What follows belongs to an exercise in optimizing a design on an open flow for small area and a short achievable clock period; a production flow would make more cautious choices. RTL that was checked went through simulation tests only; none was proved equivalent to the original. The RTL of runs 1 and 3 was laid out without a check of its function. Power figures rest on the tool's default switching activity, not on a simulated workload.

--- flow/config.mk ---
export PLATFORM = sky130hd
export DESIGN_NAME = mfb_frame_gen_top
export DESIGN_NICKNAME = mfb_frame_gen_top
export VERILOG_FILES = /design/flow/design.v
export SDC_FILE = /design/flow/constraint.sdc
export NUM_CORES = 4
export LEC_CHECK = 0
export ABC_CLOCK_PERIOD_IN_PS = 3000
export CAP_MARGIN = 20
export CORE_AREA = 4 4 326 326
export DIE_AREA = 0 0 330 330
export SLEW_MARGIN = 20
--- flow/constraint.sdc ---
create_clock -name core_clock -period 12.0 [get_ports {CLK}]
set_input_delay 2.4000 -clock core_clock [delete_from_list [all_inputs] [get_ports {CLK}]]
set_output_delay 2.4000 -clock core_clock [all_outputs]
set_load 0.01 [all_outputs]
--- flow/design.v ---
package mfb_frame_gen_pkg;
    localparam logic [15:0] LFSR_TAPS = 16'h002D;
endpackage
module mfb_frame_gen_lfsr #(
    parameter logic [15:0] SEED = 16'hACE1
) (
    input  logic        clk,
    input  logic        reset,
    input  logic        en,
    input  logic        adv1,
    input  logic        adv2,
    output logic [15:0] ahead0,
    output logic [15:0] ahead1,
    output logic [15:0] ahead2
);
    logic [15:0] q;
    assign ahead0 = q;
    assign ahead1 = {^(ahead0 & mfb_frame_gen_pkg::LFSR_TAPS), ahead0[15:1]};
    assign ahead2 = {^(ahead1 & mfb_frame_gen_pkg::LFSR_TAPS), ahead1[15:1]};
    always_ff @(posedge clk) begin
        if (reset)     q <= SEED;
        else if (en) begin
            if (adv2)      q <= ahead2;
            else if (adv1) q <= ahead1;
        end
    end
endmodule
module mfb_frame_gen_items (
    input  logic [7:0]   base,
    output logic [511:0] items
);
    logic [7:0]      cl;         
    logic [7:0][2:0] sl;         
    logic [8:0][4:0] h;          
    always_comb begin
        for (int j = 0; j < 8; j++) {cl[j], sl[j]} = {1'b0, base[2:0]} + 4'(j);
        for (int m = 0; m < 9; m++) h[m] = base[7:3] + 5'(m);
    end
    genvar i;
    generate
        for (i = 0; i < 64; i++) begin : g_item
            assign items[i*8 +: 8] = {cl[i % 8] ? h[i / 8 + 1] : h[i / 8], sl[i % 8]};
        end
    endgenerate
endmodule
module mfb_frame_gen (
    input  logic          CLK,
    input  logic          RESET,
    input  logic          START,
    input  logic [31:0]   FRAMES,
    input  logic [15:0]   LEN_MIN,
    input  logic [15:0]   LEN_MAX,
    output logic          BUSY,
    output logic          DONE,
    output logic [31:0]   SENT_CNT,
    output logic [1023:0] TX_DATA,
    output logic [5:0]    TX_SOF_POS,
    output logic [11:0]   TX_EOF_POS,
    output logic [1:0]    TX_SOF,
    output logic [1:0]    TX_EOF,
    output logic          TX_SRC_RDY,
    input  logic          TX_DST_RDY
);
    logic        busy_q, done_q;
    logic        idle;
    assign idle = !busy_q && !done_q;
    logic [15:0] lm1_q;      
    logic [15:0] lx1_q;      
    logic [15:0] d_q;        
    logic [15:0] mask_q;     
    logic        le64_q;     
    logic        le128_q;    
    logic [31:0] left_q;     
    logic [7:0]  fidx_q;     
    logic        in_q;       
    logic [9:0]  rr_q;       
    logic        bias_q;     
    logic [5:0]  ep_q;       
    logic [1:0]  o_q;        
    logic        last_q;     
    logic [7:0]  base0_q, base1_q;
    logic xfer, load;
    assign xfer = TX_SRC_RDY && TX_DST_RDY;
    assign load = busy_q && !last_q && (!TX_SRC_RDY || TX_DST_RDY);
    logic [15:0] v0, v1, v2;
    logic        adv1, adv2;
    mfb_frame_gen_lfsr #(.SEED(16'hACE1)) lfsr_i (
        .clk    (CLK),
        .reset  (RESET),
        .en     (load),
        .adv1   (adv1),
        .adv2   (adv2),
        .ahead0 (v0),
        .ahead1 (v1),
        .ahead2 (v2)
    );
    function automatic logic [15:0] smear(input logic [15:0] d);
        logic [15:0] m;
        m = d;
        for (int s = 1; s < 16; s = s * 2) m = m | (m >> s);
        smear = m;
    endfunction
    logic [15:0] mask;
    assign mask = mask_q;
    logic [15:0] x0, x1, t0, t1;
    logic        sat0, sat1;
    assign x0   = v0 & mask;
    assign x1   = v1 & mask;
    assign sat0 = x0 > d_q;
    assign sat1 = x1 > d_q;
    assign t0   = sat0 ? lx1_q : lm1_q + x0;
    assign t1   = sat1 ? lx1_q : lm1_q + x1;
    logic lm1_hi6, lm1_hi7;
    assign lm1_hi6 = lm1_q[15:6] == 10'd0;
    assign lm1_hi7 = lm1_q[15:7] == 9'd0;
    logic [6:0] s0lo, s1lo;
    assign s0lo = {1'b0, lm1_q[5:0]} + {1'b0, x0[5:0]};
    assign s1lo = {1'b0, lm1_q[5:0]} + {1'b0, x1[5:0]};
    logic [7:0] s0lo7;
    assign s0lo7 = {1'b0, lm1_q[6:0]} + {1'b0, x0[6:0]};
    logic one0, one1, two0;
    assign one0 = sat0 ? le64_q  : (lm1_hi6 && x0[15:6] == 10'd0 && !s0lo[6]);
    assign one1 = sat1 ? le64_q  : (lm1_hi6 && x1[15:6] == 10'd0 && !s1lo[6]);
    assign two0 = sat0 ? le128_q : (lm1_hi7 && x0[15:7] == 9'd0 && !s0lo7[7]);
    logic        left_hi0, left_nz, left_ge2, left_eq1, left_eq2;
    assign left_hi0 = left_q[31:2] == 30'd0;
    assign left_ge2 = !left_hi0 || left_q[1];
    assign left_nz  = left_ge2 || left_q[0];
    assign left_eq1 = left_hi0 && !left_q[1] && left_q[0];
    assign left_eq2 = left_hi0 && left_q[1] && !left_q[0];
    logic [30:0] left_dec;
    logic [31:0] left_m1, left_m2;
    assign left_dec = left_q[31:1] - 31'd1;
    assign left_m1  = left_q[0] ? {left_q[31:1], 1'b0} : {left_dec, 1'b1};
    assign left_m2  = {left_dec, left_q[0]};
    logic        c_eof0, c_eof1;
    assign c_eof0 = bias_q ? (rr_q == 10'd1) : (rr_q == 10'd2);
    assign c_eof1 = bias_q ? (rr_q == 10'd2) : (rr_q == 10'd3);
    logic        sof0, sof1, eof0, eof1;
    logic [5:0]  ep0, ep1;
    logic [7:0]  b0, b1;
    logic        in_n;
    logic [9:0]  rr_n;
    logic        bias_n;
    logic [5:0]  ep_n;
    logic [1:0]  o_n;
    logic [7:0]  fidx_n;
    logic        last_n;
    logic [31:0] left_n;
    logic [7:0]  fidx_p1, fidx_p2;
    logic [6:0] fidx_inc;
    assign fidx_inc = fidx_q[7:1] + 7'd1;
    assign fidx_p1  = fidx_q[0] ? {fidx_inc, 1'b0} : {fidx_q[7:1], 1'b1};
    assign fidx_p2  = {fidx_inc, fidx_q[0]};
    always_comb begin
        sof0 = !in_q;
        if (in_q) begin
            eof0 = c_eof0;
            ep0  = ep_q;
            b0   = {fidx_q[7:6] + o_q, fidx_q[5:0]};
        end else begin
            eof0 = one0;
            ep0  = t0[5:0];
            b0   = fidx_q;
        end
        in_n   = 1'b0;
        rr_n   = rr_q;
        bias_n = bias_q;
        ep_n   = ep_q;
        o_n    = o_q;
        fidx_n = fidx_p1;
        sof1   = 1'b0;
        eof1   = 1'b0;
        ep1    = ep0;
        b1     = {b0[7:6] + 2'd1, b0[5:0]};
        if (!eof0) begin
            eof1 = in_q ? c_eof1 : two0;
            if (!eof1) begin
                in_n   = 1'b1;
                if (in_q) begin
                    rr_n   = rr_q - 10'd2;
                    bias_n = bias_q;
                end else begin
                    rr_n   = t0[15:6];
                    bias_n = 1'b0;
                end
                ep_n   = ep0;
                o_n    = (in_q ? o_q : 2'd0) + 2'd2;
                fidx_n = fidx_q;
            end
        end else begin
            sof1 = in_q ? left_nz : left_ge2;
            b1   = fidx_p1;
            if (sof1) begin
                eof1 = in_q ? one0 : one1;
                ep1  = in_q ? t0[5:0] : t1[5:0];
                if (!eof1) begin
                    in_n   = 1'b1;
                    rr_n   = in_q ? t0[15:6] : t1[15:6];
                    bias_n = 1'b1;
                    ep_n   = ep1;
                    o_n    = 2'd1;
                    fidx_n = fidx_p1;
                end else begin
                    fidx_n = fidx_p2;
                end
            end
        end
        adv1   = sof0 ^ sof1;
        adv2   = sof0 & sof1;
        if (adv2) begin
            left_n = left_m2;
            last_n = !in_n && left_eq2;
        end else if (adv1) begin
            left_n = left_m1;
            last_n = !in_n && left_eq1;
        end else begin
            left_n = left_q;
            last_n = !in_n && !left_nz;
        end
    end
    always_ff @(posedge CLK) begin
        if (RESET) begin
            busy_q <= 1'b0;
            done_q <= 1'b0;
        end else if (idle) begin
            busy_q <= START && (FRAMES != 32'd0);
            done_q <= START && (FRAMES == 32'd0);
        end else if (done_q) begin
            done_q <= 1'b0;
        end else if (xfer && last_q) begin
            busy_q <= 1'b0;
            done_q <= 1'b1;
        end
    end
    logic [30:0] sent_inc;
    assign sent_inc = SENT_CNT[31:1] + 31'd1;
    always_ff @(posedge CLK) begin
        if (RESET)                 SENT_CNT <= 32'd0;
        else if (idle && START)    SENT_CNT <= 32'd0;
        else if (xfer) begin
            if (TX_EOF[1] & TX_EOF[0])
                SENT_CNT <= {sent_inc, SENT_CNT[0]};
            else if (TX_EOF[1] ^ TX_EOF[0])
                SENT_CNT <= SENT_CNT[0] ? {sent_inc, 1'b0} : {SENT_CNT[31:1], 1'b1};
        end
    end
    always_ff @(posedge CLK) begin
        if (RESET)     TX_SRC_RDY <= 1'b0;
        else if (load) TX_SRC_RDY <= 1'b1;
        else if (xfer) TX_SRC_RDY <= 1'b0;
    end
    logic [15:0] diff;
    logic        span;
    assign diff = LEN_MAX - LEN_MIN;
    assign span = LEN_MIN < LEN_MAX;
    always_ff @(posedge CLK) begin
        if (idle) begin
            lm1_q   <= LEN_MIN - 16'd1;
            lx1_q   <= LEN_MAX - 16'd1;
            d_q     <= span ? diff : 16'd0;
            mask_q  <= span ? smear(diff) : 16'd0;
            le64_q  <= LEN_MAX <= 16'd64;
            le128_q <= LEN_MAX <= 16'd128;
            left_q  <= FRAMES;
            fidx_q  <= 8'd0;
            in_q    <= 1'b0;
            last_q  <= 1'b0;
        end else if (load) begin
            left_q  <= left_n;
            fidx_q  <= fidx_n;
            in_q    <= in_n;
            last_q  <= last_n;
            rr_q    <= rr_n;
            bias_q  <= bias_n;
            ep_q    <= ep_n;
            o_q     <= o_n;
        end
    end
    always_ff @(posedge CLK) begin
        if (load) begin
            TX_SOF     <= {sof1, sof0};
            TX_EOF     <= {eof1, eof0};
            TX_EOF_POS <= {ep1, ep0};
            base0_q    <= b0;
            base1_q    <= b1;
        end
    end
    assign BUSY       = busy_q;
    assign DONE       = done_q;
    assign TX_SOF_POS = 6'd0;
    mfb_frame_gen_items items0_i (.base(base0_q), .items(TX_DATA[511:0]));
    mfb_frame_gen_items items1_i (.base(base1_q), .items(TX_DATA[1023:512]));
endmodule
module mfb_frame_gen_top (
    input  logic          CLK,
    input  logic          RESET,
    input  logic          START,
    input  logic [31:0]   FRAMES,
    input  logic [15:0]   LEN_MIN,
    input  logic [15:0]   LEN_MAX,
    output logic          BUSY,
    output logic          DONE,
    output logic [31:0]   SENT_CNT,
    output logic [1023:0] TX_DATA,
    output logic [5:0]    TX_SOF_POS,
    output logic [11:0]   TX_EOF_POS,
    output logic [1:0]    TX_SOF,
    output logic [1:0]    TX_EOF,
    output logic          TX_SRC_RDY,
    input  logic          TX_DST_RDY
);
    mfb_frame_gen gen_i (
        .CLK        (CLK),
        .RESET      (RESET),
        .START      (START),
        .FRAMES     (FRAMES),
        .LEN_MIN    (LEN_MIN),
        .LEN_MAX    (LEN_MAX),
        .BUSY       (BUSY),
        .DONE       (DONE),
        .SENT_CNT   (SENT_CNT),
        .TX_DATA    (TX_DATA),
        .TX_SOF_POS (TX_SOF_POS),
        .TX_EOF_POS (TX_EOF_POS),
        .TX_SOF     (TX_SOF),
        .TX_EOF     (TX_EOF),
        .TX_SRC_RDY (TX_SRC_RDY),
        .TX_DST_RDY (TX_DST_RDY)
    );
endmodule
--- flow/flow/run.sh ---
#!/bin/bash
set -euo pipefail
bash standard.sh \
  "BUFFER_PORTS_ARGS=-buffer_cell sky130_fd_sc_hd__buf_1" \
  SETUP_SLACK_MARGIN=6.5 \
  finish > make.log 2>&1
--- flow/standard.sh ---
#!/bin/bash
# synth_recipe.tcl (not shown) runs the flow's synth.tcl, then flattens the netlist and writes it again
# the make line also repeats each setting of config.mk as NAME=value (left out here)
make -C /OpenROAD-flow-scripts/flow DESIGN_CONFIG=/design/flow/config.mk WORK_HOME=/design/flow/orfs CLKGATE_MAP_FILE= SYNTH_SCRIPT=/design/flow/synth_recipe.tcl "${@:-finish}"
==> flow_summary_export.csv, run 1 <==
group,metric,value,unit
outcome,outcome,"timing/DRC/antenna clean",
power,p_per_area,136,nW/µm²
synth,syn_inst,2910,
grt,grt_usage,24.6,%
timing,setup_viol,0,
synth,synth_cell_type_count,84,
grt,grt_start_max_net_pins,75,
power,vdd.ir_drop.worst,0.0000858,V
cells_and_area,fin_util,26.4,%
clock_network,clk_pin_slew,0.06,ns
cells_and_area,final_cell_mix,"buf_1, nand2_1, nor2_1, inv_1, o21ai_0",
floorplan,row_count,117,
floorplan,fp.dieW,330,µm
timing,max-slew-margin-rel,19.5,%
routing,drtIter0Drc,2568,
routing,via_per_inst,4.79,
timing,worstMarginPinSlew,1.19,ns
clock_network,cts_buffers,26,
worst_setup_path,crit_fanout,17,
floorplan,io_pins,1149,
clock_network,htree_levels,1,
power,power.leakage,10.4,nW
routing,first_pass_iters,9,
timing,slew_viol_final,0,
flow_run,maxCapViolations,0,
timing,hold_violations,0,
cells_and_area,fillers,11400,
placement,dp_hpwl,118,mm
placement,postPlaceCellArea,24600,µm²
synth,syn_area,22400,µm²
floorplan,die_y,330,µm
timing,setup_tns,0,ns
worst_setup_path,critPathRequiredTime,9.60,ns
power,internal_power,1.92,mW
timing,rsz0062_at_grt,"true",
routing,postRouteAntennaNets,0,
floorplan,die_area,109000,µm²
grt,antenna_found_initial,11,
cells_and_area,final_area,27000,µm²
synth,ys.flop_type,"edfxtp_1",
power,combPwrFrac,52.0,%
clock_network,cts_root_buffer,"clkbuf_16",
clock_network,hold_buffers,0,
synth,yosys_warnings,3,
clock_network,cts.sinks,209,
synth,synthArstFlopShare,0,%
cells_and_area,area_growth,20.3,%
routing,vias,23700,
worst_setup_path,r2r-start,"gen_i.mask_q[12]",
worst_setup_path,r2r-end,"gen_i.left_q[19]",
worst_setup_path,cp-end-kind,"primary output",
cells_and_area,multiInputGateArea,12200,µm²
clock_network,cts_tree,"built",
cells_and_area,final_common_cell,"buf_1",
grt,grt_overflow,0,
cells_and_area,nets,3739,
placement,gp_congestion,1.06,
clock_network,clk_latency,0.56,ns
grt,grt_pass1_wl,185,mm
synth,synth-edff-count,148,
timing,fin_crit_sh,46.0,%
synth,postSynthAreaPerCell,7.70,µm²
worst_setup_path,critPathKind,"flop to primary output",
timing,period_minus_slack,5.53,ns
clock_network,ctsLongestPathBuffers,3,
power,p_sw_share,47.7,%
synth,ys_ff_latch,209,
worst_hold_path,min_from,"gen_i.SENT_CNT[2]",
floorplan,start_util,21.9,%
worst_setup_path,cp.arrival,3.13,ns
worst_setup_path,worstRegToRegCells,15,
worst_setup_path,worstSetupStartpointType,"flop",
cells_and_area,seqCellArea,5670,µm²
worst_hold_path,hp-class,"flop to flop",
grt,grt_pass1_vias,21200,
worst_setup_path,crit_path_start,"gen_i.base1_q[4]",
worst_setup_path,r2r_slack,6.89,ns
timing,fin_worst_skew,0.0217,ns
power,p_sw,1.75,mW
cells_and_area,drive_gt1_share,10.2,%
placement,io_buffers,1142,
worst_setup_path,critPathCapture,"TX_DATA[996]",
routing,routed_wl,145,mm
floorplan,coreArea,102000,µm²
synth,synth-seq-area-share,25.3,%
timing,fmax,181,MHz
routing,drc,0,
routing,routedWlPerCell,29.2,µm
power,p_seq_share,25.9,%
power,pwr-share-clk,22.1,%
[per-stage QoR]
| step | hold slack [ns] | total power, mW | setup slack (ns) | instances |
|---|---|---|---|---|
| final | 0.499 | 3.67 | 6.47 | 4945 |
| after global routing | 0.532 | 3.81 | 6.43 | 4942 |
| after CTS | 0.498 | 3.60 | 6.41 | 4930 |
| after detailed placement | 0.489 | 2.73 | 5.32 | 4836 |
| after global placement | 0.469 | 2.73 | 5.42 | 4836 |
| after floorplan | 0.434 | 2.11 | 6.62 | 2915 |
[cells in the mapped netlist, types with 4 or more instances]
cell	n	area, µm²
a211o_1	10	87.6
a211oi_1	16	120
a21boi_0	6	45.0
a21o_1	36	270
a21oi_1	175	876
a222oi_1	5	50.1
a22oi_1	9	67.6
a31oi_1	8	50.1
a41oi_1	4	35.0
and2_1	36	225
and3_1	17	106
buf_1	12	45.0
buf_2	4	20.0
buf_4	523	3930
clkbuf_1	124	465
dfxtp_1	61	1220
edfxtp_1	148	4440
ha_1	118	1480
inv_1	217	815
inv_2	4	15.0
mux2_2	17	191
mux2i_1	30	300
nand2_1	300	1130
nand2b_1	19	119
nand3_1	47	235
nand3b_1	5	37.5
nand4_1	25	156
nor2_1	260	976
nor2b_1	10	62.6
nor3_1	44	220
nor4_1	29	181
o211ai_1	7	52.6
o21a_1	15	113
o21ai_0	194	971
o21bai_1	5	37.5
o31ai_1	6	45.0
or2_2	9	56.3
or3_1	9	56.3
or4_1	8	60.1
xnor2_1	141	1230
xor2_1	136	1190
[registers in the layout (all words and copies together) (netlist names), 6 cells and up]
signal and cells:
gen_i.SENT_CNT 32, gen_i.TX_EOF_POS 12, gen_i.base0_q 8, gen_i.base1_q 8, gen_i.d_q 15, gen_i.ep_q 6
gen_i.fidx_q 8, gen_i.left_q 32, gen_i.lfsr_i.q 16, gen_i.lm1_q 16, gen_i.lx1_q 16, gen_i.mask_q 16
gen_i.rr_q 10
[logic make-up after synthesis]
family / count (synthesis) / synth area share [%]
multiplexers: 48 / 2.26
other: 1 / 0.0167
adder cells (fa/ha/maj): 121 / 6.81
AO/OA/AOI/OAI: 534 / 14.3
flip-flops: 209 / 25.3
buffers and inverters: 887 / 23.7
AND/OR/NAND/NOR: 832 / 16.8
XOR/XNOR: 278 / 10.9
[area by class of cell]
class,instances,share of cell area (%)
antenna,6,0.0557
timing repair buffer,1269,20.5
tap,1368,6.35
inverter,222,3.38
multi-input combinational,1822,45.4
sequential,209,21.0
clock buffer,34,2.76
timing repair inverter,1,0.0186
clock inverter,14,0.487
[routing by layer]
| metal | vias to the layer above | track usage (%) | part of all wire, % |
|---|---|---|---|
| met3 | 211 | 13.1 | 14 |
| met5 | - | 3.46 | 0.57 |
| met2 | 1597 | 36.0 | 42 |
| li1 | 10500 | - | - |
| met4 | 14 | 6.35 | 2.8 |
| met1 | 11400 | 31.2 | 41 |
[worst max-delay path: stages, from the launching register on]
cell and delay, ns:
edfxtp_1 0.34, buf_6 0.29, clkinvlp_4 0.29, ha_4 0.33
buf_4 0.23, inv_1 0.22, mux2i_4 0.46, inv_1 0.22
buf_1 0.18
[power by group through the flow]
stage | combinational, mW | sequential, mW | clock [mW]
floorplan | 1.16 | 0.950 | 0
global placement | 1.76 | 0.964 | 0
detailed placement | 1.76 | 0.966 | 0
CTS | 1.83 | 0.949 | 0.819
global route | 2.01 | 0.960 | 0.847
finish | 1.91 | 0.951 | 0.809
[what timing repair did]
| action | 4_1_cts | 5_1_grt |
|---|---|---|
| setup endpoints to repair | 630 | 233 |
| setup buffers | 41 | 9 |
| pin swaps | 3 | 2 |
| cloned | 5 | 0 |
| resized for setup | 159 | 60 |
[worst min-delay path by stage]
stage	slack, ns	end	cells after the start
detailed placement	0.49	gen_i.SENT_CNT[31]	2
CTS	0.50	gen_i.SENT_CNT[31]	2
floorplan	0.43	gen_i.last_q	2
global route	0.53	gen_i.SENT_CNT[31]	2
finish	0.50	gen_i.SENT_CNT[2]	2
global placement	0.47	gen_i.SENT_CNT[31]	2
==> inputs of run 2 (changes only) <==
--- a/flow/design.v
+++ b/flow/design.v
@@ -26,20 +26,31 @@
     end
 endmodule
 module mfb_frame_gen_items (
-    input  logic [7:0]   base,
+    input  logic         clk,
+    input  logic         en,
+    input  logic [7:0]   base_n,
     output logic [511:0] items
 );
-    logic [7:0]      cl;         
+    logic [2:0]      lo_q;
+    logic [7:1]      cl_q;       
+    logic [8:0][4:0] h_q;        
+    always_ff @(posedge clk) begin
+        if (en) begin
+            lo_q <= base_n[2:0];
+            for (int j = 1; j < 8; j++) cl_q[j] <= ({1'b0, base_n[2:0]} + 4'(j)) >= 4'd8;
+            for (int m = 0; m < 9; m++) h_q[m] <= base_n[7:3] + 5'(m);
+        end
+    end
+    logic [7:0]      cl;
     logic [7:0][2:0] sl;         
-    logic [8:0][4:0] h;          
     always_comb begin
-        for (int j = 0; j < 8; j++) {cl[j], sl[j]} = {1'b0, base[2:0]} + 4'(j);
-        for (int m = 0; m < 9; m++) h[m] = base[7:3] + 5'(m);
+        cl = {cl_q, 1'b0};
+        for (int j = 0; j < 8; j++) sl[j] = lo_q + 3'(j);
     end
     genvar i;
     generate
         for (i = 0; i < 64; i++) begin : g_item
-            assign items[i*8 +: 8] = {cl[i % 8] ? h[i / 8 + 1] : h[i / 8], sl[i % 8]};
+            assign items[i*8 +: 8] = {cl[i % 8] ? h_q[i / 8 + 1] : h_q[i / 8], sl[i % 8]};
         end
     endgenerate
 endmodule
@@ -78,7 +89,6 @@
     logic [5:0]  ep_q;       
     logic [1:0]  o_q;        
     logic        last_q;     
-    logic [7:0]  base0_q, base1_q;
     logic xfer, load;
     assign xfer = TX_SRC_RDY && TX_DST_RDY;
     assign load = busy_q && !last_q && (!TX_SRC_RDY || TX_DST_RDY);
@@ -282,15 +292,13 @@
             TX_SOF     <= {sof1, sof0};
             TX_EOF     <= {eof1, eof0};
             TX_EOF_POS <= {ep1, ep0};
-            base0_q    <= b0;
-            base1_q    <= b1;
         end
     end
     assign BUSY       = busy_q;
     assign DONE       = done_q;
     assign TX_SOF_POS = 6'd0;
-    mfb_frame_gen_items items0_i (.base(base0_q), .items(TX_DATA[511:0]));
-    mfb_frame_gen_items items1_i (.base(base1_q), .items(TX_DATA[1023:512]));
+    mfb_frame_gen_items items0_i (.clk(CLK), .en(load), .base_n(b0), .items(TX_DATA[511:0]));
+    mfb_frame_gen_items items1_i (.clk(CLK), .en(load), .base_n(b1), .items(TX_DATA[1023:512]));
 endmodule
 module mfb_frame_gen_top (
     input  logic          CLK,
==> flow/flow/run.sh (replaced) <==
#!/bin/bash
set -euo pipefail
bash standard.sh \
  "BUFFER_PORTS_ARGS=-buffer_cell sky130_fd_sc_hd__buf_1" \
  SETUP_SLACK_MARGIN=7.5 \
  finish > make.log 2>&1
==> run 2 against run 1 <==
Still clean. Sequential power up 41%. Combinational power up 8%. Sequential share of layout area up 3.5 points. Clock skew up 0.0096 ns. Highest routed layer unchanged.
==> flow_summary_export.csv, run 2 <==
group,metric,value,unit
outcome,outcome,"timing/DRC/antenna clean",
grt,grt_overflow,0,
clock_network,htree_levels,1,
worst_setup_path,critPathRequiredTime,9.60,ns
worst_setup_path,worstSetupStartpointType,"flop",
routing,drtIter0Drc,1723,
cells_and_area,area_growth,20.0,%
cells_and_area,final_area,31400,µm²
routing,routed_wl,133,mm
grt,grt_usage,22.6,%
synth,synth_cell_type_count,90,
timing,worstMarginPinSlew,0.991,ns
cells_and_area,fillers,10600,
placement,gp_congestion,1.00,
synth,synth-seq-area-share,29.4,%
routing,drc,0,
synth,yosysTopAreaCellShare,24.8,%
floorplan,fp.dieW,330,µm
synth,postSynthAreaPerCell,9.54,µm²
timing,slew_viol_final,0,
routing,postRouteAntennaNets,0,
grt,grt_pass1_vias,21000,
timing,worst_slack,7.38,ns
routing,via_per_inst,4.82,
timing,fin_worst_skew,0.0313,ns
timing,fmax,217,MHz
power,p_per_area,137,nW/µm²
timing,setup_viol,0,
worst_hold_path,hp-class,"flop to flop",
synth,synth_area_leaders,"edfxtp_1, mux2_2, buf_4, ha_1, dfxtp_1",
synth,synth_xor_area_share,6.35,%
synth,synth_area_leader_cell,"edfxtp_1",
synth,ys_ff_latch,277,
floorplan,start_util,25.6,%
synth,synth_compound_area_share,7.90,%
synth,synth-simple-area-share,9.98,%
worst_setup_path,cp.arrival,2.22,ns
grt,antenna_found_initial,15,
worst_setup_path,r2r-start,"gen_i.lfsr_i.q[11]",
timing,hold_ws,0.504,ns
floorplan,coreArea,102000,µm²
clock_network,cts_buffers,29,
placement,detailedPlace.worstSlack,5.93,ns
synth,ys_top_cells_by_count,"buf_4, mux2_2, edfxtp_1, nor2_1, nand2_1",
cells_and_area,final_common_cell,"buf_1",
power,power.leakage,11.4,nW
clock_network,ctsLongestPathBuffers,3,
synth,syn_area,26200,µm²
floorplan,die_area,109000,µm²
cells_and_area,drive_gt1_share,25.4,%
synth,synth_top_family_by_area,"buffers and inverters",
placement,dp_hpwl,102,mm
synth,yosys_warnings,3,
synth,synthArstFlopShare,0,%
timing,hold_violations,0,
floorplan,row_count,117,
routing,first_pass_iters,7,
cells_and_area,nets,3527,
timing,rsz0062_at_grt,"true",
timing,setup_tns,0,ns
timing,period_minus_slack,4.62,ns
worst_setup_path,critPathKind,"flop to primary output",
clock_network,clk_latency,0.60,ns
worst_setup_path,crit_path_start,"gen_i.items1_i.lo_q[0]",
synth,syn_inst,2743,
worst_setup_path,crit_fanout,8,
clock_network,cts.sinks,277,
clock_network,clk_pin_slew,0.07,ns
grt,grt_start_max_net_pins,77,
placement,dp_cells,4573,
synth,ys.flop_type,"edfxtp_1",
timing,max-slew-margin-rel,34.0,%
worst_setup_path,cp-end-kind,"primary output",
synth,synth_most_common_cell,"buf_4",
power,vdd.ir_drop.worst,0.000142,V
routing,vias,22800,
worst_setup_path,r2r_slack,7.68,ns
worst_setup_path,worstRegToRegCells,15,
timing,fin_crit_sh,38.5,%
placement,postPlaceCellArea,27900,µm²
clock_network,cts_tree,"built",
floorplan,io_pins,1149,
cells_and_area,final_cells,4739,
grt,grt_pass1_wl,172,mm
worst_setup_path,critPathCapture,"TX_DATA[985]",
clock_network,hold_buffers,0,
cells_and_area,final_cell_mix,"buf_1, mux2_2, edfxtp_1, nor2_1, nand2_1",
clock_network,cts_root_buffer,"clkbuf_16",
synth,muxShareOfSynthArea,20.0,%
floorplan,die_y,330,µm
flow_run,maxCapViolations,0,
worst_setup_path,r2r-end,"gen_i.items1_i.h_q[39]",
synth,synth_fa_ha_area_share,5.54,%
placement,io_buffers,1142,
routing,routedWlPerCell,28.1,µm
synth,synth-edff-count,216,
## run 2: changes by cell type in the layout (fill, tap and decap cells not counted), moves of 48 or more
cell | previous run | this run
o21ai_0 | 183 | 83
buf_1 | 1101 | 1015
mux2_2 | 17 | 427
edfxtp_1 | 148 | 216
buf_6 | 11 | 102
nor2_1 | 259 | 155
inv_1 | 198 | 96
a21oi_1 | 165 | 62
nand2_1 | 292 | 135
xor2_1 | 125 | 77
## run 2: metrics by stage
stage / util (%) / power (mW)
after floorplan: - / 2.70
after global placement: 27.2 / 3.13
after CTS: 30.2 / 4.27
final: 30.7 / 4.31
after detailed placement: 27.3 / 3.14
after global routing: 30.7 / 4.52
## run 2: power breakdown
group	leakage, nW	switching [mW]	internal, mW
sequential	2.59	0.152	1.19
combinational	8.35	1.24	0.831
clock	0.446	0.413	0.492
total	11.4	1.80	2.51
## run 2: metal layers
layer,global-route usage (%),share of wire [%]
met4,9.45,4.8
met3,6.38,9.9
met2,36.1,45
met1,28.5,40
met5,0.754,0.083
## run 2: kinds of logic after synthesis
| logic type | count (synthesis) |
|---|---|
| AOI/OAI and AO/OA | 309 |
| xor gates and xnor gates | 188 |
| adders and majority gates | 115 |
| buffers and inverters | 847 |
| DFF | 277 |
| muxes | 469 |
| other | 1 |
| and+or+nand+nor | 537 |
## run 2: timing repair
| item | 4_1_cts | 5_1_grt |
|---|---|---|
| pin swaps | 10 | 11 |
| buffers inserted | 84 | 17 |
| cloned | 8 | 0 |
| resized for setup | 285 | 115 |
| endpoints found under the setup margin | 720 | 275 |
## run 2: worst min-delay path by stage
stage | startpoint | endpoint | slack, ns | depth (start not counted)
floorplan | gen_i.fidx_q[3] | gen_i.items0_i.h_q[40] | 0.43 | 0
global placement | gen_i.SENT_CNT[20] | gen_i.SENT_CNT[20] | 0.49 | 2
detailed placement | gen_i.last_q | gen_i.last_q | 0.49 | 1
CTS | gen_i.last_q | gen_i.last_q | 0.51 | 1
global route | gen_i.last_q | gen_i.last_q | 0.54 | 1
finish | gen_i.last_q | gen_i.last_q | 0.50 | 1
## run 2: cell type report
type / count / area [µm²] / share of cell area (%)
Timing Repair Buffer: 1295 / 7000 / 22.3
Sequential cell: 277 / 7710 / 24.5
Timing Repair inverter: 2 / 15.0 / 0.0478
Tap cell: 1368 / 1710 / 5.45
Antenna cell: 3 / 7.51 / 0.0239
Multi-Input combinational cell: 1625 / 13500 / 43.0
Clock inverter: 20 / 181 / 0.578
Inverter: 115 / 533 / 1.70
Clock buffer: 34 / 744 / 2.37
## run 2: worst max-delay path, stage by stage, from the launching register on
cell	delay, ns
edfxtp_1	0.44
buf_12	0.16
clkinvlp_4	0.14
ha_4	0.31
buf_12	0.15
inv_8	0.06
buf_16	0.17
buf_8	0.16
==> inputs of run 3 (changes only) <==
--- a/flow/design.v
+++ b/flow/design.v
@@ -33,24 +33,32 @@
 );
     logic [2:0]      lo_q;
     logic [7:1]      cl_q;       
-    logic [8:0][4:0] h_q;        
+    logic [7:1]      cln_q;      
+    logic [8:0][4:0] hn_q;       
     always_ff @(posedge clk) begin
         if (en) begin
             lo_q <= base_n[2:0];
-            for (int j = 1; j < 8; j++) cl_q[j] <= ({1'b0, base_n[2:0]} + 4'(j)) >= 4'd8;
-            for (int m = 0; m < 9; m++) h_q[m] <= base_n[7:3] + 5'(m);
+            for (int j = 1; j < 8; j++) begin
+                cl_q[j]  <= ({1'b0, base_n[2:0]} + 4'(j)) >= 4'd8;
+                cln_q[j] <= ({1'b0, base_n[2:0]} + 4'(j)) <  4'd8;
+            end
+            for (int m = 0; m < 9; m++) hn_q[m] <= ~(base_n[7:3] + 5'(m));
         end
     end
-    logic [7:0]      cl;
     logic [7:0][2:0] sl;         
     always_comb begin
-        cl = {cl_q, 1'b0};
         for (int j = 0; j < 8; j++) sl[j] = lo_q + 3'(j);
     end
     genvar i;
     generate
         for (i = 0; i < 64; i++) begin : g_item
-            assign items[i*8 +: 8] = {cl[i % 8] ? h_q[i / 8 + 1] : h_q[i / 8], sl[i % 8]};
+            if (i % 8 == 0) begin : g_nc
+                assign items[i*8 +: 8] = {~hn_q[i / 8], sl[0]};
+            end else begin : g_c
+                assign items[i*8 +: 8] = {~((cl_q[i % 8] ? hn_q[i / 8 + 1] : 5'd0) |
+                                           (cln_q[i % 8] ? hn_q[i / 8] : 5'd0)),
+                                          sl[i % 8]};
+            end
         end
     endgenerate
 endmodule
==> run 3 against run 2 <==
Fmax up 0.25%. Sequential cell count increased by 14. Still clean. Synthesized area fell by 4.6%.
==> flow_summary_export.csv, run 3 <==
group,metric,value,unit
timing,setup_tns,0,ns
placement,detailedPlace.worstSlack,6.03,ns
timing,worst_slack,7.39,ns
grt,antenna_found_initial,7,
timing,fin_crit_sh,38.4,%
worst_setup_path,worstRegToRegCells,15,
power,p_seq_share,34.4,%
worst_setup_path,path_common_cell,"o21a_1",
cells_and_area,area_growth,24.7,%
power,p_sw,1.49,mW
flow_run,maxCapViolations,0,
worst_setup_path,cp.arrival,4.92,ns
power,power.leakage,12.3,nW
worst_setup_path,cp_slowest_cell,"or4_4",
cells_and_area,final_cells,4903,
worst_setup_path,r2r-start,"gen_i.mask_q[11]",
power,p_per_area,124,nW/µm²
floorplan,io_pins,1149,
routing,wl_met1,59.0,mm
grt,grt_overflow,0,
routing,routedWlPerCell,32.7,µm
cells_and_area,final_cell_mix,"buf_1, a22oi_1, edfxtp_1, buf_4, inv_1",
worst_setup_path,crit_fanout,6,
worst_setup_path,critPathCapture,"gen_i.mask_q[1]",
outcome,outcome,"timing/DRC/antenna clean",
timing,hold_violations,0,
timing,fmax,217,MHz
worst_hold_path,hp-class,"flop to flop",
worst_setup_path,crit_path_start,"LEN_MAX[1]",
synth,ys.flop_type,"edfxtp_1",
cells_and_area,final_area,31100,µm²
worst_setup_path,path_buf_inv,2,
grt,grt_pass1_wl,204,mm
routing,met2_length,75.9,mm
synth,synth_cell_type_count,88,
cells_and_area,final_common_cell,"buf_1",
placement,dp_cells,4669,
synth,yosysTopAreaCellShare,27.6,%
timing,rsz0062_at_grt,"true",
floorplan,row_count,117,
grt,grt_usage,27.4,%
timing,worstMarginPinSlew,1.02,ns
worst_setup_path,r2r-end,"gen_i.last_q",
routing,vias,25600,
synth,synth_area_leader_cell,"edfxtp_1",
timing,period_minus_slack,4.61,ns
routing,top_layer_used,"met5",
placement,dp_hpwl,124,mm
worst_setup_path,worstSetupStartpointType,"input pin",
routing,wl_met3,15.0,mm
worst_setup_path,cp.depth,12,
grt,grt_pass1_vias,22900,
routing,first_pass_iters,8,
cells_and_area,fin_util,30.4,%
clock_network,cts.sinks,291,
floorplan,die_area,109000,µm²
clock_network,cts_buffers,35,
worst_setup_path,critPathRequiredTime,12.31,ns
routing,drc,0,
placement,postPlaceCellArea,27200,µm²
timing,max-slew-margin-rel,31.9,%
power,combPwrFrac,36.6,%
synth,syn_inst,2801,
synth,postSynthAreaPerCell,8.92,µm²
worst_setup_path,cp-end-kind,"flop",
power,vdd.ir_drop.worst,0.0000849,V
synth,synth_most_common_cell,"buf_4",
routing,via_per_inst,5.23,
worst_setup_path,crit_family,"simple AND/OR/NAND/NOR gates",
cells_and_area,drive_gt1_share,16.3,%
synth,syn_area,25000,µm²
routing,drtIter0Drc,3172,
floorplan,die_y,330,µm
routing,postRouteAntennaNets,0,
clock_network,ctsLongestPathBuffers,3,
worst_setup_path,r2r_slack,7.60,ns
cells_and_area,multiInputGateArea,12200,µm²
timing,fin_worst_skew,0.0298,ns
worst_setup_path,critPathKind,"input pin to flop",
synth,synth-seq-area-share,32.5,%
floorplan,fp.dieW,330,µm
clock_network,htree_levels,2,
power,internal_power,2.36,mW
synth,ys_ff_latch,291,
placement,gp_congestion,0.989,
worst_setup_path,cpPeakStageDelay,0.53,ns
timing,slew_viol_final,0,
routing,routed_wl,161,mm
timing,setup_viol,0,
power,pwr-share-clk,29.0,%
floorplan,start_util,24.4,%
synth,synth-edff-count,230,
synth,synth_area_leaders,"edfxtp_1, buf_4, a22oi_1, ha_1, dfxtp_1",
cells_and_area,seqCellArea,8130,µm²
placement,io_buffers,1142,
grt,grt_start_max_net_pins,123,
worst_setup_path,worstPathCellList,"clkbuf_4, ha_4, nor2b_1, o21a_1, o21a_1, o211a_1, mux2i_1, nand3_2, or4_4, nor3b_4, buf_6, a41oi_2",
synth,yosys_warnings,3,
floorplan,coreArea,102000,µm²
synth,ys_top_cells_by_count,"buf_4, a22oi_1, edfxtp_1, clkbuf_1, inv_1",
clock_network,clk_pin_slew,0.07,ns
cells_and_area,fillers,10900,
synth,synthArstFlopShare,0,%
power,p_sw_share,38.7,%
clock_network,cts_tree,"built",
clock_network,cts_root_buffer,"clkbuf_16",
clock_network,hold_buffers,0,
cells_and_area,nets,3683,
clock_network,clk_latency,0.58,ns
run 3: cell types whose count changed after synthesis, moves of 16 or more:
cell,before,now
buf_4,588,523
mux2_2,427,17
nor2_1,159,143
o21ai_0,89,64
clkbuf_1,133,180
a22oi_1,0,424
inv_1,112,173
run 3: cells by family (layout without fill, tap and decap cells):
kind of cell,Yosys count,after routing,synth area share (%)
AO/OA/AOI/OAI,736,737,21.1
flip-flops,291,291,32.5
XOR/XNOR,187,187,6.59
buffers and inverters,892,1619,21.4
multiplexers,56,56,2.34
adder cells (fa/ha/maj),108,108,5.47
AND/OR/NAND/NOR,530,530,10.5
other,1,7,0.0150
run 3: repair_timing:
item	CTS	global route
cloned	5	1
pin swaps	46	21
endpoints found under the setup margin	590	209
setup buffers	131	32
resized for setup	240	138
run 3: how the worst min path moves through the flow:
stage,cells after the start,to,startpoint,slack (ns)
6_report,1,gen_i.last_q,gen_i.last_q,0.52
5_1_grt,2,gen_i.SENT_CNT[31],gen_i.SENT_CNT[31],0.55
4_1_cts,1,gen_i.last_q,gen_i.last_q,0.51
3_5_place_dp,1,gen_i.last_q,gen_i.last_q,0.49
3_3_place_gp,1,gen_i.last_q,gen_i.last_q,0.48
2_1_floorplan,0,gen_i.items0_i.hn_q[35],gen_i.fidx_q[3],0.43
run 3: final cells by class:
cell class | count | share of cell area (%)
clock buffer | 39 | 2.86
multi-input combinational | 1624 | 39.2
clock inverter | 25 | 0.908
antenna | 1 | 0.00803
tap | 1368 | 5.50
inverter | 176 | 2.54
sequential | 291 | 26.1
timing repair buffer | 1379 | 22.9
run 3: power by group through the flow:
stage / Combinational, mW / Clock [mW] / Sequential (mW)
floorplan: 0.919 / 0 / 1.29
global placement: 1.22 / 0 / 1.37
detailed placement: 1.22 / 0 / 1.36
CTS: 1.35 / 1.14 / 1.32
global route: 1.50 / 1.18 / 1.33
finish: 1.41 / 1.12 / 1.33
run 3: metal layers:
layer | vias to the layer above | track usage [%]
met5 | - | 0
met1 | 12700 | 32.4
li1 | 11000 | -
met2 | 1659 | 45.9
met3 | 288 | 6.83
met4 | 6 | 14.3
run 3: stage by stage:
| step | power (mW) | hold WS [ns] |
|---|---|---|
| floorplan | 2.21 | 0.435 |
| global placement | 2.58 | 0.481 |
| detailed placement | 2.59 | 0.491 |
| CTS | 3.82 | 0.505 |
| global route | 4.02 | 0.551 |
| finish | 3.86 | 0.517 |
run 3: worst register-to-register path, cell delays in order, from the launching register on:
cell,delay [ns]
edfxtp_1,0.44
and2_1,0.22
ha_1,0.29
nand4_1,0.11
nor3_1,0.40
o21ai_0,0.22
o22ai_1,0.35
a21o_1,0.20
a21o_1,0.20
clkinvlp_4,0.32
ha_4,0.38
or3_1,0.36
o21ai_0,0.15
nand4b_1,0.19
nor4_1,0.34
a22o_1,0.18
==> inputs of run 4 (changes only) <==
--- a/flow/design.v
+++ b/flow/design.v
@@ -84,7 +84,7 @@
     logic        idle;
     assign idle = !busy_q && !done_q;
     logic [15:0] lm1_q;      
-    logic [15:0] lx1_q;      
+    logic [15:0] lx1;        
     logic [15:0] d_q;        
     logic [15:0] mask_q;     
     logic        le64_q;     
@@ -126,8 +126,9 @@
     assign x1   = v1 & mask;
     assign sat0 = x0 > d_q;
     assign sat1 = x1 > d_q;
-    assign t0   = sat0 ? lx1_q : lm1_q + x0;
-    assign t1   = sat1 ? lx1_q : lm1_q + x1;
+    assign lx1  = lm1_q + d_q;
+    assign t0   = sat0 ? lx1 : lm1_q + x0;
+    assign t1   = sat1 ? lx1 : lm1_q + x1;
     logic lm1_hi6, lm1_hi7;
     assign lm1_hi6 = lm1_q[15:6] == 10'd0;
     assign lm1_hi7 = lm1_q[15:7] == 9'd0;
@@ -275,7 +276,6 @@
     always_ff @(posedge CLK) begin
         if (idle) begin
             lm1_q   <= LEN_MIN - 16'd1;
-            lx1_q   <= LEN_MAX - 16'd1;
             d_q     <= span ? diff : 16'd0;
             mask_q  <= span ? smear(diff) : 16'd0;
             le64_q  <= LEN_MAX <= 16'd64;
==> run 4 against run 3 <==
Still clean on timing, DRC and antenna. Synthesized cell count rose by 0.75%. Global-route usage fell by 1.9 points. Fmax rose by 0.54%. Clock power fell by 14%. Count of clock-buffer cells in the layout fell by 2. Utilization fell by 0.42 points. Sequential power fell by 5%. Critical path depth rose by 1. Clock skew fell by 0.015 ns. Cell area fell by 1.4%. Combinational power rose by 4%. Largest power group unchanged.
==> flow_summary_export.csv, run 4 <==
group,metric,value,unit
outcome,outcome,"timing/DRC/antenna clean",
synth,synth_xor_area_share,6.47,%
worst_setup_path,critPathRequiredTime,12.32,ns
synth,synth_area_leaders,"edfxtp_1, buf_4, a22oi_1, ha_1, dfxtp_1",
synth,ys_top_cells_by_count,"buf_4, a22oi_1, edfxtp_1, clkbuf_1, inv_1",
synth,synthArstFlopShare,0,%
worst_setup_path,worstSetupStartpointType,"input pin",
worst_setup_path,critPathKind,"input pin to flop",
timing,setup_viol,0,
cells_and_area,final_common_cell,"buf_1",
worst_setup_path,crit_path_start,"LEN_MAX[0]",
synth,ys_ff_latch,275,
worst_setup_path,r2r-start,"gen_i.mask_q[7]",
timing,period_minus_slack,4.58,ns
clock_network,cts_tree,"built",
routing,postRouteAntennaNets,0,
synth,synth_cell_type_count,100,
synth,muxShareOfSynthArea,2.45,%
synth,synth_area_leader_cell,"edfxtp_1",
floorplan,die_area,109000,µm²
clock_network,cts_root_buffer,"clkbuf_16",
synth,synth_fa_ha_area_share,6.22,%
floorplan,io_pins,1149,
synth,syn_inst,2822,
floorplan,start_util,24.3,%
cells_and_area,final_area,30700,µm²
placement,dp_cells,4684,
routing,drtIter0Drc,2775,
grt,grt_pass1_vias,22800,
synth,synth-edff-count,214,
routing,first_pass_iters,8,
clock_network,cts_buffers,29,
worst_setup_path,cp_slowest_cell,"or4_4",
synth,synth_top_family_by_area,"compound AO/OA/AOI/OAI gates",
clock_network,cts.sinks,275,
grt,grt_usage,25.5,%
floorplan,die_y,330,µm
synth,synth_compound_area_share,21.6,%
floorplan,fp.dieW,330,µm
clock_network,clk_latency,0.60,ns
routing,drc,0,
power,power.leakage,12.0,nW
clock_network,clk_pin_slew,0.07,ns
power,p_per_area,120,nW/µm²
worst_hold_path,hp-class,"flop to flop",
timing,worstMarginPinSlew,1.05,ns
floorplan,coreArea,102000,µm²
synth,synth-seq-area-share,30.7,%
routing,routed_wl,149,mm
clock_network,hold_buffers,0,
clock_network,ctsLongestPathBuffers,3,
routing,via_per_inst,5.12,
worst_setup_path,crit_fanout,6,
cells_and_area,final_cells,4880,
worst_setup_path,cp-end-kind,"flop",
cells_and_area,final_cell_mix,"buf_1, a22oi_1, edfxtp_1, inv_1, nand2_1",
timing,max-slew-margin-rel,29.8,%
grt,grt_start_max_net_pins,85,
synth,ys.flop_type,"edfxtp_1",
placement,detailedPlace.worstSlack,6.42,ns
worst_hold_path,min_from,"gen_i.last_q",
power,vdd.ir_drop.worst,0.000120,V
placement,postPlaceCellArea,27000,µm²
timing,hold_ws,0.503,ns
timing,worst_slack,7.42,ns
synth,syn_area,24900,µm²
clock_network,htree_levels,1,
timing,hold_violations,0,
placement,io_buffers,1142,
timing,rsz0062_at_grt,"true",
routing,routedWlPerCell,30.6,µm
worst_setup_path,cp.arrival,4.90,ns
worst_setup_path,path_buf_inv,2,
grt,grt_overflow,0,
cells_and_area,nets,3672,
floorplan,row_count,117,
timing,fmax,218,MHz
timing,fin_crit_sh,38.2,%
synth,yosysTopAreaCellShare,25.8,%
worst_setup_path,crit_family,"simple AND/OR/NAND/NOR gates",
timing,slew_viol_final,0,
placement,gp_congestion,0.971,
worst_setup_path,cpPeakStageDelay,0.50,ns
synth,synth_most_common_cell,"buf_4",
synth,synth-simple-area-share,10.9,%
grt,grt_pass1_wl,193,mm
placement,dp_hpwl,116,mm
synth,yosys_warnings,3,
timing,setup_tns,0,ns
worst_setup_path,worstPathCellList,"buf_8, inv_12, ha_4, fa_2, nor2b_4, o31a_1, o31ai_4, a211oi_2, nor2_2, xnor2_2, or4_4, nor2_4, a41oi_2",
grt,antenna_found_initial,11,
cells_and_area,drive_gt1_share,16.4,%
synth,postSynthAreaPerCell,8.83,µm²
routing,vias,25000,
cells_and_area,area_growth,23.3,%
timing,fin_worst_skew,0.0145,ns
flow_run,maxCapViolations,0,
## run 4: cell count changes after synthesis, moves of 7 or more
cell / delta
xnor2_1: +9
xor2_1: -27
edfxtp_1: -16
o21ai_0: +10
nand2_1: +8
inv_2: +7
ha_1: +13
o21ai_1: +14
## run 4: path summary, 6_finish.rpt
check,to,slack (ns),depth (start not counted)
min reg2reg,gen_i.last_q,0.50,1
min,gen_i.last_q,0.50,1
max reg2reg,gen_i.items1_i.hn_q[39],7.72,12
max,gen_i.mask_q[0],7.42,13
## run 4: where the power goes
group	total [mW]	switching, mW	internal [mW]
clock	0.959	0.421	0.538
combinational	1.46	0.902	0.553
sequential	1.26	0.114	1.14
## run 4: metrics by stage
step	utilization [%]	power [mW]
final	30.0	3.67
after global placement	26.4	2.54
after global routing	30.0	3.85
after floorplan	-	2.21
after detailed placement	26.4	2.55
after CTS	29.4	3.64
## run 4: area by class of cell
type	count	area, µm²
Timing Repair Buffer	1338	6940
Fill cell	11000	71600
Multi-Input combinational cell	1657	12600
Antenna cell	7	17.5
Tap cell	1368	1710
Inverter	180	764
Clock inverter	17	174
Timing Repair inverter	1	7.51
Sequential cell	275	7650
Clock buffer	37	828
## run 4: cell families after synthesis
family | after synthesis
AO/OA/AOI/OAI | 752
XOR/XNOR | 176
adder cells (fa/ha/maj) | 122
buffers and inverters | 896
flip-flops | 275
multiplexers | 58
other | 1
AND/OR/NAND/NOR | 542
## run 4: layer usage
layer / GRT usage (%) / wire [µm] / part of all wire [%]
met1: 30.1 / 55400 / 37
met2: 43.4 / 71400 / 48
met3: 7.12 / 14700 / 9.8
met4: 10.5 / 7410 / 5.0
met5: 0.932 / 245 / 0.16
## run 4: what timing repair did
item                                    CTS  global route
endpoints found under the setup margin  594           221
gates cloned                              5             0
setup buffers                           110            20
pin swaps                                32            15
gates resized for setup                 272           128
==> inputs of run 5 (changes only) <==
--- a/flow/design.v
+++ b/flow/design.v
@@ -35,6 +35,12 @@
     logic [7:1]      cl_q;       
     logic [7:1]      cln_q;      
     logic [8:0][4:0] hn_q;       
+    logic [8:0][4:0] hn;
+    function automatic bit kept(input int m, input int k);
+        if (k < 3)       kept = ((m >> k) & 1) == 0;
+        else if (k == 3) kept = m != 8;
+        else             kept = 1'b1;
+    endfunction
     always_ff @(posedge clk) begin
         if (en) begin
             lo_q <= base_n[2:0];
@@ -45,6 +51,13 @@
             for (int m = 0; m < 9; m++) hn_q[m] <= ~(base_n[7:3] + 5'(m));
         end
     end
+    always_comb begin
+        for (int m = 0; m < 9; m++)
+            for (int k = 0; k < 5; k++)
+                if (kept(m, k))  hn[m][k] = hn_q[m][k];
+                else if (k < 3)  hn[m][k] = ~hn_q[m - (1 << k)][k];
+                else             hn[m][k] = ~hn_q[0][k];
+    end
     logic [7:0][2:0] sl;         
     always_comb begin
         for (int j = 0; j < 8; j++) sl[j] = lo_q + 3'(j);
@@ -53,10 +66,10 @@
     generate
         for (i = 0; i < 64; i++) begin : g_item
             if (i % 8 == 0) begin : g_nc
-                assign items[i*8 +: 8] = {~hn_q[i / 8], sl[0]};
+                assign items[i*8 +: 8] = {~hn[i / 8], sl[0]};
             end else begin : g_c
-                assign items[i*8 +: 8] = {~((cl_q[i % 8] ? hn_q[i / 8 + 1] : 5'd0) |
-                                           (cln_q[i % 8] ? hn_q[i / 8] : 5'd0)),
+                assign items[i*8 +: 8] = {~((cl_q[i % 8] ? hn[i / 8 + 1] : 5'd0) |
+                                           (cln_q[i % 8] ? hn[i / 8] : 5'd0)),
                                           sl[i % 8]};
             end
         end
==> run 5 against run 4 <==
Still clean. Sequential cell count is 16 lower. Cell count fell by 0.27%. Die area did not move. Power about the same. Synthesized cell count grew 0.82%. Global-route usage shrank 0.35 points. Cell area down 2.0%. Sequential share of layout area decreased by 1.1 points. Clock skew up 0.039 ns. Count of clock-buffer cells in the layout unchanged. Largest cell class unchanged. Highest routed layer unchanged.
==> flow_summary_export.csv, run 5 <==
group,metric,value,unit
worst_hold_path,hold_path_end,"gen_i.SENT_CNT[23]",
grt,gr-max-usage-layer,"met2",
worst_setup_path,cp-end-kind,"primary output",
timing,setup_viol,0,
cells_and_area,final_common_cell,"buf_1",
timing,period_minus_slack,4.65,ns
routing,postRouteAntennaNets,0,
clock_network,ctsLongestPathBuffers,3,
routing,first_pass_iters,9,
timing,setup_tns,0,ns
power,combPwrFrac,43.2,%
outcome,outcome,"timing/DRC/antenna clean",
worst_setup_path,worstSetupStartpointType,"flop",
power,pwr-share-clk,24.2,%
worst_setup_path,r2r-end,"gen_i.last_q",
grt,grt_overflow,0,
power,p_seq_share,32.6,%
cells_and_area,fillers,11000,
floorplan,fp.dieW,330,µm
synth,ys.flop_type,"edfxtp_1",
clock_network,hold_buffers,0,
clock_network,cts_root_buffer,"clkbuf_16",
placement,detailedPlace.worstSlack,6.32,ns
cells_and_area,nets,3664,
synth,syn_inst,2845,
power,vdd.ir_drop.worst,0.000122,V
grt,grtUsageMet2,41.5,%
floorplan,start_util,24.0,%
placement,gp_congestion,0.950,
cells_and_area,final_area,30100,µm²
clock_network,cts.sinks,259,
power,p_per_area,122,nW/µm²
synth,synth_area_leaders,"edfxtp_1, buf_4, a22oi_1, ha_1, dfxtp_1",
placement,io_buffers,1142,
synth,synth_most_common_cell,"buf_4",
worst_setup_path,cp.arrival,2.25,ns
worst_setup_path,r2r-start,"gen_i.lfsr_i.q[0]",
worst_setup_path,r2r_slack,7.61,ns
floorplan,die_y,330,µm
power,p_sw,1.51,mW
synth,postSynthAreaPerCell,8.64,µm²
cells_and_area,top_regs,"gen_i.SENT_CNT: 32 flops, gen_i.left_q: 32 flops",
synth,synth_area_leader_cell,"edfxtp_1",
floorplan,coreArea,102000,µm²
routing,via_per_inst,5.16,
floorplan,die_area,109000,µm²
synth,synth_cell_type_count,87,
worst_setup_path,critPathKind,"flop to primary output",
placement,dp_hpwl,113,mm
worst_hold_path,hold_depth,2,
grt,grt_pass1_vias,22500,
grt,antenna_found_initial,7,
cells_and_area,drive_gt1_share,15.2,%
clock_network,htree_levels,1,
timing,hold_violations,0,
worst_hold_path,hp-class,"flop to flop",
timing,max-slew-margin-rel,28.9,%
worst_hold_path,min_from,"gen_i.SENT_CNT[23]",
cells_and_area,area_growth,22.5,%
grt,grt_start_max_net_pins,87,
power,p_sw_share,41.2,%
worst_setup_path,critPathRequiredTime,9.60,ns
clock_network,cts_buffers,28,
timing,worstMarginPinSlew,1.04,ns
synth,yosys_warnings,3,
clock_network,clk_pin_slew,0.07,ns
cells_and_area,final_cell_mix,"buf_1, a22oi_1, edfxtp_1, nor2_1, buf_4",
timing,fmax,215,MHz
worst_setup_path,worstRegToRegCells,18,
synth,yosysTopAreaCellShare,24.2,%
grt,use_met3,7.83,%
flow_run,maxCapViolations,0,
timing,fin_worst_skew,0.0536,ns
worst_setup_path,crit_fanout,3,
timing,slew_viol_final,0,
routing,routedWlPerCell,30.4,µm
floorplan,io_pins,1149,
synth,ys_top_cells_by_count,"buf_4, a22oi_1, edfxtp_1, clkbuf_1, inv_1",
routing,drc,0,
synth,synth-edff-count,198,
routing,vias,25100,
cells_and_area,multiInputGateArea,12700,µm²
synth,ys_ff_latch,259,
grt,grtUsageMet1,30.1,%
power,total_power,3.67,mW
floorplan,row_count,117,
clock_network,cts_tree,"built",
clock_network,clk_latency,0.61,ns
placement,postPlaceCellArea,26500,µm²
power,power.leakage,11.3,nW
grt,grt_pass1_wl,191,mm
timing,fin_crit_sh,38.8,%
synth,synthArstFlopShare,0,%
grt,grt_usage,25.1,%
routing,drtIter0Drc,2792,
routing,routed_wl,148,mm
synth,synth-seq-area-share,29.2,%
timing,worst_slack,7.35,ns
power,internal_power,2.16,mW
synth,syn_area,24600,µm²
cells_and_area,seqCellArea,7170,µm²
timing,rsz0062_at_grt,"true",
[run 5: changes by cell type after synthesis, moves of 12 or more]
cell / change
buf_1: +14
mux2i_1: +28
a22oi_1: -30
o21ai_1: -17
mux2_2: -13
buf_4: +31
xor2_1: +15
edfxtp_1: -16
inv_1: -12
o21ai_0: +19
[run 5: layer usage]
metal | share of wire [%] | up-vias | routed length [µm]
li1 | - | 11000 | -
met1 | 38 | 12300 | 55900
met2 | 47 | 1575 | 69300
met3 | 10 | 276 | 15000
met4 | 5.2 | 6 | 7690
met5 | 0.22 | - | 329
[run 5: critical path, stage by stage, from the launching register on]
cell and delay [ns]:
edfxtp_1 0.46, buf_12 0.18, buf_8 0.13, ha_4 0.17
xnor2_4 0.17, buf_12 0.13, clkinvlp_4 0.11, buf_12 0.16
buf_6 0.13
[run 5: per-stage QoR]
stage,instances,hold slack (ns),util [%]
2_1_floorplan,2850,0.439,-
3_3_place_gp,4678,0.480,25.8
3_5_place_dp,4680,0.495,25.9
4_1_cts,4826,0.505,28.7
5_1_grt,4864,0.526,29.4
6_report,4867,0.508,29.4
[run 5: how the worst max path moves through the flow]
stage / startpoint / endpoint / slack (ns) / cells after the start
final: gen_i.items1_i.lo_q[1] / TX_DATA[586] / 7.35 / 8
after global routing: gen_i.items1_i.lo_q[1] / TX_DATA[586] / 7.29 / 8
after CTS: gen_i.items1_i.lo_q[1] / TX_DATA[906] / 7.30 / 8
after detailed placement: gen_i.items0_i.lo_q[0] / TX_DATA[89] / 6.32 / 5
after global placement: gen_i.items0_i.lo_q[0] / TX_DATA[9] / 6.40 / 4
after floorplan: gen_i.items1_i.lo_q[0] / TX_DATA[1017] / 7.02 / 4
[run 5: logic make-up (layout without fill, tap and decap cells)]
group / Yosys count / count (layout) / synth area share [%]
xor gates and xnor gates: 182 / 182 / 6.49
DFF: 259 / 259 / 29.2
and+or+nand+nor: 549 / 549 / 11.1
AOI/OAI and AO/OA: 746 / 749 / 21.4
buffers and inverters: 913 / 1556 / 22.5
other: 1 / 9 / 0.0153
adders and majority gates: 123 / 123 / 6.35
muxes: 72 / 72 / 2.98
[run 5: layout make-up]
type,instances,share of cell area (%)
Antenna cell,3,0.0249
Clock buffer,37,2.55
Timing Repair inverter,1,0.0249
Sequential cell,259,23.8
Multi-Input combinational cell,1681,42.4
Inverter,165,2.50
Clock inverter,15,0.503
Tap cell,1368,5.69
Timing Repair Buffer,1338,22.5
[run 5: power groups by stage]
| stage | registers, mW | logic [mW] | clock network (mW) |
|---|---|---|---|
| 3_5_place_dp | 1.22 | 1.40 | 0 |
| 3_3_place_gp | 1.22 | 1.39 | 0 |
| 5_1_grt | 1.21 | 1.71 | 0.929 |
| 4_1_cts | 1.20 | 1.53 | 0.899 |
| 6_report | 1.20 | 1.59 | 0.888 |
| 2_1_floorplan | 1.17 | 1.06 | 0 |
[run 5: timing repair]
item | 4_1_cts | 5_1_grt
buffers inserted | 89 | 35
setup endpoints to repair | 650 | 289
gates resized for setup | 285 | 124
cloned | 5 | 2
pin swaps | 21 | 28
==> inputs of run 6 (changes only) <==
--- a/flow/config.mk
+++ b/flow/config.mk
@@ -9,4 +9,5 @@
 export CAP_MARGIN = 20
 export CORE_AREA = 4 4 326 326
 export DIE_AREA = 0 0 330 330
+export PLACE_DENSITY = 0.75
 export SLEW_MARGIN = 20
==> run 6 against run 5 <==
Synthesized cell count did not move. Synthesized area did not move. Wire length rose by 0.81%. Global-route usage fell by 0.083 points. Hold slack got worse by 0.042 ns. Clock power rose by 5.9%. Non-clock buffer count rose by 33. Combinational power rose by 8%. Fmax rose by 0.65%. Critical path type unchanged. Highest routed layer unchanged.
==> flow_summary_export.csv, run 6 <==
group,metric,value,unit
outcome,outcome,"timing/DRC/antenna clean",
synth,synthArstFlopShare,0,%
synth,synth_top_family_by_area,"buffers and inverters",
cells_and_area,final_cell_mix,"buf_1, a22oi_1, edfxtp_1, buf_4, nor2_1",
grt,grt_usage,25.0,%
synth,postSynthAreaPerCell,8.64,µm²
synth,synth_most_common_cell,"buf_4",
placement,io_buffers,1142,
timing,fin_worst_skew,0.0423,ns
timing,setup_viol,0,
clock_network,cts_root_buffer,"clkbuf_16",
cells_and_area,final_area,31400,µm²
placement,dp_hpwl,110,mm
worst_hold_path,hp-class,"flop to flop",
synth,yosysTopAreaCellShare,24.2,%
cells_and_area,drive_gt1_share,18.4,%
power,power.leakage,12.0,nW
worst_setup_path,critPathRequiredTime,9.60,ns
placement,gp_congestion,0.982,
synth,synth_area_leader_cell,"edfxtp_1",
clock_network,clk_pin_slew,0.07,ns
floorplan,start_util,24.0,%
timing,fmax,216,MHz
grt,grt_overflow,0,
routing,drc,0,
cells_and_area,final_common_cell,"buf_1",
synth,muxShareOfSynthArea,2.98,%
power,vdd.ir_drop.worst,0.000112,V
worst_setup_path,cp-end-kind,"primary output",
clock_network,cts.sinks,259,
synth,synth_cell_type_count,87,
floorplan,fp.dieW,330,µm
floorplan,row_count,117,
clock_network,clk_latency,0.60,ns
placement,postPlaceCellArea,26400,µm²
timing,fin_crit_sh,38.5,%
grt,grt_pass1_vias,22600,
synth,synth-seq-area-share,29.2,%
cells_and_area,nets,3696,
synth,ys.flop_type,"edfxtp_1",
synth,ys_top_cells_by_count,"buf_4, a22oi_1, edfxtp_1, clkbuf_1, inv_1",
grt,grt_pass1_wl,190,mm
timing,hold_ws,0.466,ns
synth,synth_fa_ha_area_share,6.35,%
floorplan,coreArea,102000,µm²
floorplan,die_area,109000,µm²
timing,rsz0062_at_grt,"true",
clock_network,cts_buffers,27,
grt,antenna_found_initial,4,
worst_setup_path,crit_fanout,3,
synth,synth_compound_area_share,21.4,%
synth,synth-simple-area-share,11.1,%
synth,ys_ff_latch,259,
timing,max-slew-margin-rel,28.5,%
timing,worstMarginPinSlew,1.07,ns
routing,routed_wl,149,mm
cells_and_area,top_regs,"gen_i.SENT_CNT: 32 flops, gen_i.left_q: 32 flops",
timing,hold_violations,0,
worst_setup_path,cp.arrival,2.22,ns
worst_setup_path,worstSetupStartpointType,"flop",
timing,setup_tns,0,ns
floorplan,io_pins,1149,
routing,first_pass_iters,9,
routing,vias,25700,
synth,synth_xor_area_share,6.49,%
synth,syn_area,24600,µm²
routing,routedWlPerCell,30.5,µm
worst_setup_path,critPathKind,"flop to primary output",
routing,postRouteAntennaNets,0,
cells_and_area,area_growth,27.9,%
routing,via_per_inst,5.25,
clock_network,htree_levels,1,
clock_network,ctsLongestPathBuffers,3,
timing,slew_viol_final,0,
clock_network,cts_tree,"built",
routing,drtIter0Drc,3209,
synth,synth_area_leaders,"edfxtp_1, buf_4, a22oi_1, ha_1, dfxtp_1",
floorplan,die_y,330,µm
synth,synth-edff-count,198,
power,p_per_area,123,nW/µm²
synth,syn_inst,2845,
synth,yosys_warnings,3,
grt,grt_start_max_net_pins,90,
flow_run,maxCapViolations,0,
timing,period_minus_slack,4.62,ns
==> run 6: cells by family (layout without fill, tap and decap cells) <==
family,after synthesis,in the layout
AO/OA/AOI/OAI,746,749
XOR/XNOR,182,182
adder cells (fa/ha/maj),123,123
buffers and inverters,913,1587
flip-flops,259,259
multiplexers,72,72
other,1,11
AND/OR/NAND/NOR,549,549
==> run 6: through the flow <==
step | setup slack, ns | utilization [%] | cells | power (mW)
6_report | 7.38 | 30.7 | 4900 | 3.85
5_1_grt | 7.29 | 30.7 | 4896 | 4.03
4_1_cts | 7.29 | 29.4 | 4839 | 3.74
3_5_place_dp | 5.59 | 25.8 | 4676 | 2.62
3_3_place_gp | 5.61 | 25.8 | 4675 | 2.60
2_1_floorplan | 7.02 | - | 2850 | 2.23
==> run 6: cell type report <==
| class | count | area, µm² |
|---|---|---|
| fillers | 10600 | 70900 |
| multi-input cells | 1681 | 12900 |
| repair buffers | 1371 | 7920 |
| flip-flops and latches | 259 | 7170 |
| well taps | 1368 | 1710 |
| inverters | 165 | 779 |
| clock buffers | 34 | 736 |
| clock inverters | 16 | 243 |
| diodes | 5 | 12.5 |
| repair inverters | 1 | 7.51 |
==> run 6: power by group <==
group	internal (mW)	switching, mW
sequential	1.09	0.104
clock	0.549	0.392
combinational	0.669	1.05
==> run 6: critical path, stage by stage (launching register included) <==
cell and delay (ns):
edfxtp_1 0.43, buf_12 0.16, buf_12 0.13, ha_4 0.17, xnor2_4 0.14, buf_6 0.14, clkinvlp_4 0.12, buf_12 0.17
buf_6 0.13
==> run 6: routing by layer <==
| layer | track usage (%) | vias to the layer above | share of wire, % |
|---|---|---|---|
| met1 | 29.3 | 12400 | 36 |
| met2 | 40.6 | 1880 | 46 |
| li1 | - | 11100 | - |
| met5 | 1.46 | - | 0.15 |
| met4 | 12.6 | 2 | 6.3 |
| met3 | 8.63 | 355 | 11 |
==> run 6: worst paths after layout <==
path / startpoint / end / slack [ns] / cells past startpoint
min: gen_i.last_q / gen_i.last_q / 0.47 / 2
max: gen_i.items1_i.lo_q[0] / TX_DATA[586] / 7.38 / 8
min reg2reg: gen_i.last_q / gen_i.last_q / 0.47 / 2
max reg2reg: gen_i.mask_q[7] / gen_i.last_q / 7.65 / 17
==> run 6: what timing repair did <==
action                                  4_1_cts  5_1_grt
endpoints found under the setup margin      725      249
setup buffers                               106       50
pin swaps                                    28       21
hold buffers                                  0        0
gates resized for setup                     407      237
cloned                                        7        5

-- static timing again, ports no longer ideal --
The flow's constraints put no driver on any port. The routed layouts listed below were extracted and timed again, unchanged, in two steps. Step 1: set_driving_cell puts a clkbuf_16 on CLK and a buf_2 on each other input, an assumption about the parent block. Step 2 moves the port delays by t, midway between the first and last clock arrival at a register: inputs arrive t later, outputs are due t later. That takes back most of the time a late clock gives input paths. Three values: no drivers, after step 1, after step 2; two values: the first two.
| run | t (ns) | slack for setup (ns) | worst setup path after step 2 | clock arrival spread, ns | pins driven straight from the clock port |
|---|---|---|---|---|---|
| run 1 | 0.609 | 6.474 / 6.411 / 6.280 | input to register | 0.021 / 0.022 | 1 |
| run 2 | 0.647 | 7.383 / 7.319 / 6.911 | input to register | 0.031 / 0.032 | 1 |
| run 3 | 0.625 | 7.394 / 7.364 / 6.785 | input to register | 0.029 / 0.029 | 1 |
| run 4 | 0.649 | 7.419 / 7.383 / 6.772 | input to register | 0.016 / 0.017 | 1 |
| run 5 | 0.649 | 7.346 / 7.284 / 6.814 | input to register | 0.053 / 0.053 | 1 |
| run 6 | 0.636 | 7.375 / 7.318 / 6.795 | input to register | 0.042 / 0.042 | 1 |
After both steps every run listed still meets setup and hold. The setup slack of run 4, which loses most, moves by -0.036 ns with the drivers and by -0.647 ns with both steps.
